What follows belongs to an exercise in optimizing a design on an open flow for small area; a production flow would make more cautious choices. The RTL of this run was laid out without a check of its function. Power figures rest on the tool's default switching activity, not on a simulated workload.

--- design/flow/constraint.sdc ---
create_clock -name core_clock -period 7.5 [get_ports {clk}]
set_input_delay 1.5000 -clock core_clock [delete_from_list [all_inputs] [get_ports {clk}]]
set_output_delay 1.5000 -clock core_clock [all_outputs]
set_load 0.01 [all_outputs]
--- design/flow/config.mk ---
export PLATFORM = sky130hd
export DESIGN_NAME = iq_top
export DESIGN_NICKNAME = iq_top
export VERILOG_FILES = /design/flow/design.v
export SDC_FILE = /design/flow/constraint.sdc
export NUM_CORES = 4
export LEC_CHECK = 0
export CAP_MARGIN = 20
export CORE_MARGIN = 2
export CORE_UTILIZATION = 40
export SLEW_MARGIN = 20
--- design/flow/design.v ---
package iq_pkg;
	typedef enum logic [2:0] {
		class_alu       = 3'd0,  
		class_lui_auipc = 3'd1,
		class_branch    = 3'd2,
		class_jal       = 3'd3,
		class_jalr      = 3'd4,
		class_load      = 3'd5,
		class_store     = 3'd6,
		class_illegal   = 3'd7   
	} inst_class_e;
	typedef logic [$clog2(16)-1:0] rob_tag_t;
	typedef logic [$clog2(8)-1:0] rs_idx_t;
	typedef struct packed {
		logic [32-1:0] inst;
		logic [32-1:0] pc;
		inst_class_e      cls;
		logic [4:0]       rd;  
		logic [32-1:0] imm;
		logic [32-1:0] target;  
		logic             pred_taken;
		logic             needs_rs1;  
		logic             needs_rs2;
	} iq_entry_t;
endpackage
`timescale 1ns/1ns
module inst_decode (
	input  logic [32-1:0]   inst,
	output iq_pkg::inst_class_e inst_class,
	output logic [4:0]         rd,
	output logic [32-1:0]   imm,
	output logic               needs_rs1,
	output logic               needs_rs2
);
	logic [6:0]       opcode;
	logic [32-1:0] imm_i;
	logic [32-1:0] imm_s;
	logic [32-1:0] imm_b;
	logic [32-1:0] imm_u;
	logic [32-1:0] imm_j;
	logic             has_rd;
	assign opcode = inst[6:0];
	assign imm_i = {{20{inst[31]}}, inst[31:20]};
	assign imm_s = {{20{inst[31]}}, inst[31:25], inst[11:7]};
	assign imm_b = {{19{inst[31]}}, inst[31], inst[7], inst[30:25], inst[11:8], 1'b0};
	assign imm_u = {inst[31:12], 12'h000};
	assign imm_j = {{11{inst[31]}}, inst[31], inst[19:12], inst[20], inst[30:21], 1'b0};
	always_comb begin
		inst_class = iq_pkg::class_illegal;
		imm        = '0;
		case (opcode)
			7'b0110011: inst_class = iq_pkg::class_alu;  
			7'b0010011: begin
				inst_class = iq_pkg::class_alu;
				imm        = imm_i;
			end
			7'b0110111, 7'b0010111: begin  
				inst_class = iq_pkg::class_lui_auipc;
				imm        = imm_u;
			end
			7'b1100011: begin
				inst_class = iq_pkg::class_branch;
				imm        = imm_b;
			end
			7'b1101111: begin
				inst_class = iq_pkg::class_jal;
				imm        = imm_j;
			end
			7'b1100111: begin
				inst_class = iq_pkg::class_jalr;
				imm        = imm_i;
			end
			7'b0000011: begin
				inst_class = iq_pkg::class_load;
				imm        = imm_i;
			end
			7'b0100011: begin
				inst_class = iq_pkg::class_store;
				imm        = imm_s;
			end
			default: ;  
		endcase
	end
	assign has_rd = (inst_class != iq_pkg::class_branch) &&
		(inst_class != iq_pkg::class_store) && (inst_class != iq_pkg::class_illegal);
	assign rd = has_rd ? inst[11:7] : 5'd0;
	assign needs_rs1 = (inst_class != iq_pkg::class_lui_auipc) &&
		(inst_class != iq_pkg::class_jal);
	assign needs_rs2 = (opcode == 7'b0110011) || (inst_class == iq_pkg::class_branch) ||
		(inst_class == iq_pkg::class_store);
endmodule
`timescale 1ns/1ns
module fetch_unit (
	input  logic                        clk,
	input  logic                        rst,
	input  logic                        flush,
	input  logic [32-1:0]            flush_pc,
	output logic [32-1:0]            icache_addr,
	input  logic                        icache_hit,
	input  logic [32-1:0]            icache_data,
	output logic                        icache_fill,
	output logic [32-1:0]            icache_fill_addr,
	output logic [32-1:0]            icache_fill_data,
	output logic                        mem_req,
	output logic [32-1:0]            mem_addr,
	input  logic                        mem_ok,
	input  logic [32-1:0]            mem_data,
	output logic [12-1:0]  bht_index,
	input  logic                        bht_taken,
	input  logic                        iq_full,
	output logic                        push,
	output iq_pkg::iq_entry_t           push_entry
);
	logic [32-1:0]    pc;
	logic [32-1:0]    req_addr;    
	logic                waiting;     
	logic                discard;     
	logic                can_fetch;
	logic                take_hit;
	logic                take_mem;
	logic [32-1:0]    fetch_inst;
	logic [32-1:0]    pc_plus4;
	logic [32-1:0]    pc_plus_imm;
	logic [32-1:0]    next_pc;
	iq_pkg::inst_class_e dec_class;
	logic [4:0]          dec_rd;
	logic [32-1:0]    dec_imm;
	logic                dec_rs1;
	logic                dec_rs2;
	assign can_fetch = !rst && !waiting && !iq_full && !flush;
	assign take_hit  = can_fetch && icache_hit;
	assign take_mem  = mem_ok && waiting && !discard && !flush;
	assign push      = take_hit || take_mem;
	assign icache_addr = pc;
	assign mem_req     = can_fetch && !icache_hit;  
	assign mem_addr    = pc;
	assign icache_fill      = mem_ok && waiting;
	assign icache_fill_addr = req_addr;
	assign icache_fill_data = mem_data;
	assign fetch_inst = take_mem ? mem_data : icache_data;
	assign bht_index  = fetch_inst[12-1:0];
	inst_decode i_inst_decode (
		.inst       (fetch_inst),
		.inst_class (dec_class),
		.rd         (dec_rd),
		.imm        (dec_imm),
		.needs_rs1  (dec_rs1),
		.needs_rs2  (dec_rs2)
	);
	assign pc_plus4    = pc + 32'(4);
	assign pc_plus_imm = pc + dec_imm;
	always_comb begin
		case (dec_class)
			iq_pkg::class_jal:    next_pc = pc_plus_imm;
			iq_pkg::class_branch: next_pc = bht_taken ? pc_plus_imm : pc_plus4;
			default:              next_pc = pc_plus4;
		endcase
	end
	always_comb begin
		push_entry            = '0;
		push_entry.inst       = fetch_inst;
		push_entry.pc         = pc;
		push_entry.cls        = dec_class;
		push_entry.rd         = dec_rd;
		push_entry.imm        = dec_imm;
		push_entry.needs_rs1  = dec_rs1;
		push_entry.needs_rs2  = dec_rs2;
		if (dec_class == iq_pkg::class_branch) begin
			push_entry.target     = pc_plus_imm;
			push_entry.pred_taken = bht_taken;
		end
	end
	always_ff @(posedge clk) begin
		if (rst) begin
			pc      <= 32'h0000_0000;
			waiting <= 1'b0;
			discard <= 1'b0;
		end else if (flush) begin
			pc      <= flush_pc;
			waiting <= waiting && !mem_ok;  
			discard <= waiting && !mem_ok;
		end else begin
			if (mem_req)
				waiting <= 1'b1;
			if (mem_ok) begin
				waiting <= 1'b0;
				discard <= 1'b0;
			end
			if (push)
				pc <= next_pc;
		end
	end
	always_ff @(posedge clk) begin
		if (mem_req)
			req_addr <= pc;
	end
endmodule
`timescale 1ns/1ns
module inst_queue (
	input  logic              clk,
	input  logic              rst,
	input  logic              flush,
	input  logic              push,
	input  iq_pkg::iq_entry_t push_entry,
	input  logic              pop,
	output iq_pkg::iq_entry_t head,
	output logic              not_empty,
	output logic              full
);
	localparam int PTR_W = $clog2(16);
	logic [4*32+10:0] mem [0:16-1];  
	logic [PTR_W-1:0]  rd_ptr;
	logic [PTR_W-1:0]  wr_ptr;
	logic [PTR_W:0]    count;  
	assign head      = mem[rd_ptr];
	assign not_empty = (count != '0) && !flush;  
	assign full      = (count == (PTR_W+1)'(16));
	always_ff @(posedge clk) begin
		if (rst || flush) begin
			rd_ptr <= '0;
			wr_ptr <= '0;
			count  <= '0;
		end else begin
			if (push)
				wr_ptr <= wr_ptr + 1'b1;  
			if (pop)
				rd_ptr <= rd_ptr + 1'b1;
			case ({push, pop})
				2'b10:   count <= count + 1'b1;
				2'b01:   count <= count - 1'b1;
				default: ;  
			endcase
		end
	end
	always_ff @(posedge clk) begin
		if (push && !flush)
			mem[wr_ptr] <= push_entry;
	end
endmodule
`timescale 1ns/1ns
module dispatch_unit (
	input  iq_pkg::iq_entry_t   head,
	input  logic                not_empty,
	output logic                pop,
	input  logic                rob_full,
	input  iq_pkg::rob_tag_t    rob_tail_tag,
	output logic                rob_alloc,
	output logic [32-1:0]    rob_pc,
	output logic [32-1:0]    rob_inst,
	output iq_pkg::inst_class_e rob_class,
	output logic [4:0]          rob_dest,
	output logic [32-1:0]    rob_target,
	output logic                rob_pred_taken,
	input  logic                rs_free,
	input  iq_pkg::rs_idx_t     rs_free_idx,
	output logic                rs_alloc,
	output iq_pkg::rs_idx_t     rs_idx,
	output logic [32-1:0]    rs_inst,
	output logic [32-1:0]    rs_pc,
	output logic [32-1:0]    rs_imm,
	output logic [32-1:0]    rs_target,
	output iq_pkg::rob_tag_t    rs_tag,
	input  logic                slb_full,
	output logic                slb_alloc,
	output logic [32-1:0]    slb_inst,
	output logic [32-1:0]    slb_pc,
	output logic [32-1:0]    slb_imm,
	output iq_pkg::rob_tag_t    slb_tag,
	output logic                rename_we,
	output logic [4:0]          rename_rd,
	output iq_pkg::rob_tag_t    rename_tag
);
	logic is_mem;    
	logic no_rd;     
	logic slot_ok;   
	logic issue;
	assign is_mem = (head.cls == iq_pkg::class_load) || (head.cls == iq_pkg::class_store);
	assign no_rd  = (head.cls == iq_pkg::class_branch) || (head.cls == iq_pkg::class_store);
	assign slot_ok = is_mem ? !slb_full : rs_free;
	assign issue   = not_empty && !rob_full && slot_ok;
	assign pop       = issue;  
	assign rob_alloc = issue;
	assign rs_alloc  = issue && !is_mem;
	assign slb_alloc = issue && is_mem;
	assign rename_we = issue && !no_rd;
	assign rob_pc         = head.pc;
	assign rob_inst       = head.inst;
	assign rob_class      = head.cls;
	assign rob_dest       = head.rd;
	assign rob_target     = head.target;
	assign rob_pred_taken = head.pred_taken;
	assign rs_idx    = rs_free_idx;
	assign rs_inst   = head.inst;
	assign rs_pc     = head.pc;
	assign rs_imm    = head.imm;
	assign rs_target = head.target;
	assign rs_tag    = rob_tail_tag;
	assign slb_inst = head.inst;
	assign slb_pc   = head.pc;
	assign slb_imm  = head.imm;
	assign slb_tag  = rob_tail_tag;
	assign rename_rd  = head.rd;
	assign rename_tag = rob_tail_tag;
endmodule
`timescale 1ns/1ns
module iq_top (
	input  logic                       clk,
	input  logic                       rst,
	input  logic                       flush,
	input  logic [32-1:0]           flush_pc,
	output logic [32-1:0]           icache_addr,
	input  logic                       icache_hit,
	input  logic [32-1:0]           icache_data,
	output logic                       icache_fill,
	output logic [32-1:0]           icache_fill_addr,
	output logic [32-1:0]           icache_fill_data,
	output logic                       mem_req,
	output logic [32-1:0]           mem_addr,
	input  logic                       mem_ok,
	input  logic [32-1:0]           mem_data,
	output logic [12-1:0] bht_index,
	input  logic                       bht_taken,
	input  logic                       rob_full,
	input  logic [3:0]                 rob_tail_tag,
	output logic                       rob_alloc,
	output logic [32-1:0]           rob_pc,
	output logic [32-1:0]           rob_inst,
	output logic [2:0]                 rob_class,
	output logic [4:0]                 rob_dest,
	output logic [32-1:0]           rob_target,
	output logic                       rob_pred_taken,
	input  logic                       rs_free,
	input  logic [2:0]                 rs_free_idx,
	output logic                       rs_alloc,
	output logic [2:0]                 rs_idx,
	output logic [32-1:0]           rs_inst,
	output logic [32-1:0]           rs_pc,
	output logic [32-1:0]           rs_imm,
	output logic [32-1:0]           rs_target,
	output logic [3:0]                 rs_tag,
	input  logic                       slb_full,
	output logic                       slb_alloc,
	output logic [32-1:0]           slb_inst,
	output logic [32-1:0]           slb_pc,
	output logic [32-1:0]           slb_imm,
	output logic [3:0]                 slb_tag,
	output logic                       rename_we,
	output logic [4:0]                 rename_rd,
	output logic [3:0]                 rename_tag
);
	logic              push;
	iq_pkg::iq_entry_t push_entry;
	logic              iq_full;
	logic              pop;
	iq_pkg::iq_entry_t head;
	logic              not_empty;
	fetch_unit i_fetch_unit (
		.clk, .rst, .flush, .flush_pc,
		.icache_addr, .icache_hit, .icache_data,
		.icache_fill, .icache_fill_addr, .icache_fill_data,
		.mem_req, .mem_addr, .mem_ok, .mem_data,
		.bht_index, .bht_taken,
		.iq_full, .push, .push_entry
	);
	inst_queue i_inst_queue (
		.clk, .rst, .flush,
		.push, .push_entry,
		.pop, .head, .not_empty,
		.full (iq_full)
	);
	dispatch_unit i_dispatch_unit (
		.head, .not_empty, .pop,
		.rob_full, .rob_tail_tag, .rob_alloc, .rob_pc, .rob_inst, .rob_class,
		.rob_dest, .rob_target, .rob_pred_taken,
		.rs_free, .rs_free_idx, .rs_alloc, .rs_idx, .rs_inst, .rs_pc, .rs_imm,
		.rs_target, .rs_tag,
		.slb_full, .slb_alloc, .slb_inst, .slb_pc, .slb_imm, .slb_tag,
		.rename_we, .rename_rd, .rename_tag
	);
endmodule
--- design/flow/run.sh ---
#!/bin/bash
# synth_recipe.tcl (not shown) runs the flow's synth.tcl, then flattens the netlist and writes it again
# the make line also repeats each setting of config.mk as NAME=value (left out here)
make -C /OpenROAD-flow-scripts/flow DESIGN_CONFIG=/design/flow/config.mk WORK_HOME=/design/flow/orfs CLKGATE_MAP_FILE= SYNTH_SCRIPT=/design/flow/synth_recipe.tcl finish
==> metrics.md <==
| Metric | Value |
|---|---|
| Status | complete, no violations |
| Die Wd | 482.3 um |
| Worst path required time | 8020 ps |
| Largest net degree at the start of global routing | 124 |
| DP Wirelength | between 100000 and 150000 um |
| Initial core utilization | 40.22% |
| Yosys top cell by area | edfxtp_1 |
| R2R Path End | i_inst_queue.mem[3][33] |
| Final std cells w/o fill | 8063 |
| Area grow syn2layout | 17.04% |
| Cts repair resizes | 0 |
| Worst r2r src | i_fetch_unit.waiting |
| Clock buffer depth | 3 |
| Remaining global-route overflow | 0 |
| Worst hold endpoint | i_inst_queue.count[4] |
| Max Fclk | 143.3 MHz |
| Most frequent cells in the layout | edfxtp_1 (2224), mux4_2 (653), clkdlybuf4s50_1 (582), clkbuf_16 (222), buf_4 (171) |
| Die H | 482.3 um |
| Syn Std Cell Area | 0.09149 mm2 |
| Boundary pin count | a little over 600 |
| Syn nets | 4542 |
| Worst VDD drop | 0.2477 mV |
| Synth top area share | approximately 73% |
| Cell row count | 175 |
| WHS Path Cells | 2 |
| First-pass GRT wire length | approximately 350000 um |
| Per-instance average area after synthesis | between 20 and 25 um2 |
| Vias in the first global route | between 40000 and 50000 |
| Yosys warning count | 3 |
| Critical Path Sink Type | flip-flop |
| CTS tree | yes |
| Startpoint types | input pin |
| Tightest Pin Transition | 1171 ps |
| # nets final | 5022 |
| Placed cell count | 7653 |
| Crit Path Class | input pin to flip-flop |
| Die area | 0.2326 mm2 |
| Mapped Cells | 4387 |
| Leakage | between 30 and 40 nW |
| Asr flop ratio synth | 0% |
| # setup viols final | 0 |
| H-tree depth | 4 |
| Largest cells by area after synthesis | edfxtp_1 (73%), mux4_2 (16%), buf_4 (2.6%) |
| CP max FO | 16 |
| Setup_tns | 0 ps |
| Register area share after synthesis | around three quarters |
| GP Congestion | 0.9078 |
| Routed wire length per instance | ~31 um |
| Routed Antenna Nets | 0 |
| Worst-Skew Late Latency | approximately 860 ps |
| PnR Total Power | 0.02567 W |
| Post-CTS Hold Fix Bufs | 0 |
| Final Max Slew Viols | 0 |
| Router iterations before antenna repair | 6 |
| PD cells | 239.8 mW/mm2 |
| Post-synth cell types | 77 |
| Drt drc | 0 |
| Fin crit period | 6981 ps |
| Seq cells post-synth | 2275 |
| Prevailing post-synth register cell | edfxtp_1 |
| Clock transition at path regs | 60 ps |
| Period utilization | 93.08% |
| Initial DRC count | 5017 |
| Routed WL | between 200000 and 300000 um |
| CTS Buf Count | 220 |
| Min-delay src | i_inst_queue.count[4] |
| Max_slew headroom | 21.95% |
| Worst EP arrival | 7500 ps |
| Commonest non-fill, non-tap cell in the layout | edfxtp_1 |
| Core Region | between 0.2 and 0.25 mm2 |
| R2R depth | 18 |
| Routed vias/inst | approximately 5.7 |
| Share of cells above drive strength 1 | 24.23% |
| Hold Crit Class | flip-flop to flip-flop |
| Port buffer count | 584 |
| Worst slack, placed | -291.0 ps |
| Postcts setup bufs | 0 |
| RSZ-0062 raised after global routing | no |
| Final setup margin | between 500 and 600 ps |
| Max_cap viols | 0 |
| Hold Violations, Final | 0 |
| EDFF count, synth | 2224 |
| Initial antenna violation count | 23 |
| R2R setup slack | 1140 ps |
| Fin Clk Skew | 28.71 ps |
| Routed via count | about 46000 |
| # clock sinks | 2275 |
| Total track usage | around 22% |
| Clk root buf | clkbuf_16 |
[synthesized netlist by cell type (5+ instances only)]
cell,count
nand2b_1,11
and3_1,12
mux4_2,653
buf_2,20
nor3_1,34
o211ai_1,7
xor2_1,30
mux2i_1,54
a21oi_1,102
nand4_1,17
dfxtp_1,51
clkbuf_1,129
nor2_1,121
buf_4,322
o22ai_1,12
a211oi_1,41
o21ai_0,63
xnor2_1,22
nand3_1,15
a31oi_1,11
or3_1,7
nor3b_1,5
nor2b_1,39
o21bai_1,6
nor4_1,9
edfxtp_1,2224
inv_1,48
ha_1,41
nand2_1,113
a21o_1,17
buf_1,62
and2_1,7
[metal layers]
metal,share of wire (%),global-route usage [%],vias to the layer above
li1,-,-,18760
met4,3.6,7.619,16
met3,6.3,3.205,370
met1,41,29.81,25170
met5,0.041,0,-
met2,49,35.25,1870
[worst max-delay path, stage by stage]
cell	delay (ps)
clkdlybuf4s50_1	580
and4bb_2	400
nor4_1	90
o21ai_0	410
buf_4	220
a21oi_1	90
nor2b_1	400
o22ai_1	280
ha_1	280
fa_1	410
a21oi_1	230
o211ai_1	210
a211oi_1	550
nor4_1	230
o41ai_1	470
nand2b_1	100
a21oi_1	190
xor2_1	90
nor2_1	750
[worst max-delay path by stage]
stage                      start                        end  slack [ps]
final                     mem_ok    i_inst_queue.mem[3][33]         520
after CTS                 mem_ok    i_inst_queue.mem[7][33]         630
after detailed placement  mem_ok    i_inst_queue.mem[7][33]        -290
after global routing      mem_ok   i_inst_queue.mem[13][31]         230
after global placement    mem_ok    i_inst_queue.mem[0][33]        -160
after floorplan            flush  i_inst_queue.mem[12][100]       -1850
[where the power goes]
part | internal [W] | switching [W] | total (W)
registers | 0.0139 | 0.0000291 | 0.0140
clock network | 0.00608 | 0.00474 | 0.0108
logic | 0.000353 | 0.000545 | 0.000898
[through the flow]
stage | hold WS [ps] | util [%] | area (um2)
floorplan | 471.8 | - | 91510
global placement | 485.8 | 43.96 | 100000
detailed placement | 505.5 | 43.98 | 100100
CTS | 514.9 | 47.05 | 107000
global route | 555.6 | 47.07 | 107100
finish | 510.5 | 47.07 | 107100
[layout make-up]
| class | count | area (um2) |
|---|---|---|
| Multi-Input combinational cell | 1526 | 20410 |
| Timing Repair Buffer | 795 | 7908 |
| Antenna cell | 6 | 15.01 |
| Fill cell | 18600 | 120400 |
| Inverter | 49 | 183.9 |
| Clock inverter | 131 | 1212 |
| Clock buffer | 272 | 5773 |
| Sequential cell | 2275 | 67820 |
| Tap cell | 3009 | 3765 |
[flip-flops by register name (all words and copies together) (netlist names), named ones only]
register / flops
i_inst_queue.wr_ptr: 4
i_inst_queue.count: 5
i_inst_queue.rd_ptr: 4
i_fetch_unit.pc: 32
i_inst_queue.mem: 2192
i_fetch_unit.discard: 1
i_fetch_unit.waiting: 1
i_fetch_unit.req_addr: 32
[kinds of logic after synthesis]
kind of cell | count (synthesis) | share of synthesized area [%]
simple gates | 413 | 2.180
buf+inv | 586 | 3.790
flops | 2275 | 74.11
fa+ha+maj | 43 | 0.6045
mux | 709 | 16.70
xor+xnor | 52 | 0.4978
compound gates | 309 | 2.114

[port drivers added, routing unchanged]
In the flow no input, the clock included, has a driving cell. The finished layout below was timed again as built, in two steps.
Step 1 (the two cells are an assumption about what drives the block):
set clk [get_ports {clk}]
set_driving_cell -lib_cell sky130_fd_sc_hd__clkbuf_16 $clk
set_driving_cell -lib_cell sky130_fd_sc_hd__buf_2 [delete_from_list [all_inputs] $clk]
Step 2, shift: input delay + t, output delay - t, t = (earliest + latest rising clock arrival at the registers) / 2. This alone moves slack from input paths to output paths.
Three values: ideal, step 1, step 2; two values: the first two.
t, ns: 0.936
slack for setup (ns): 0.519 / 0.577 / -0.359
latest minus earliest clock arrival (ns): 0.031 / 0.031
Met with ideal ports but missed after step 2: setup timing in this run. The setup slack of this run moves by +0.058 ns with the drivers and by -0.878 ns with both steps.
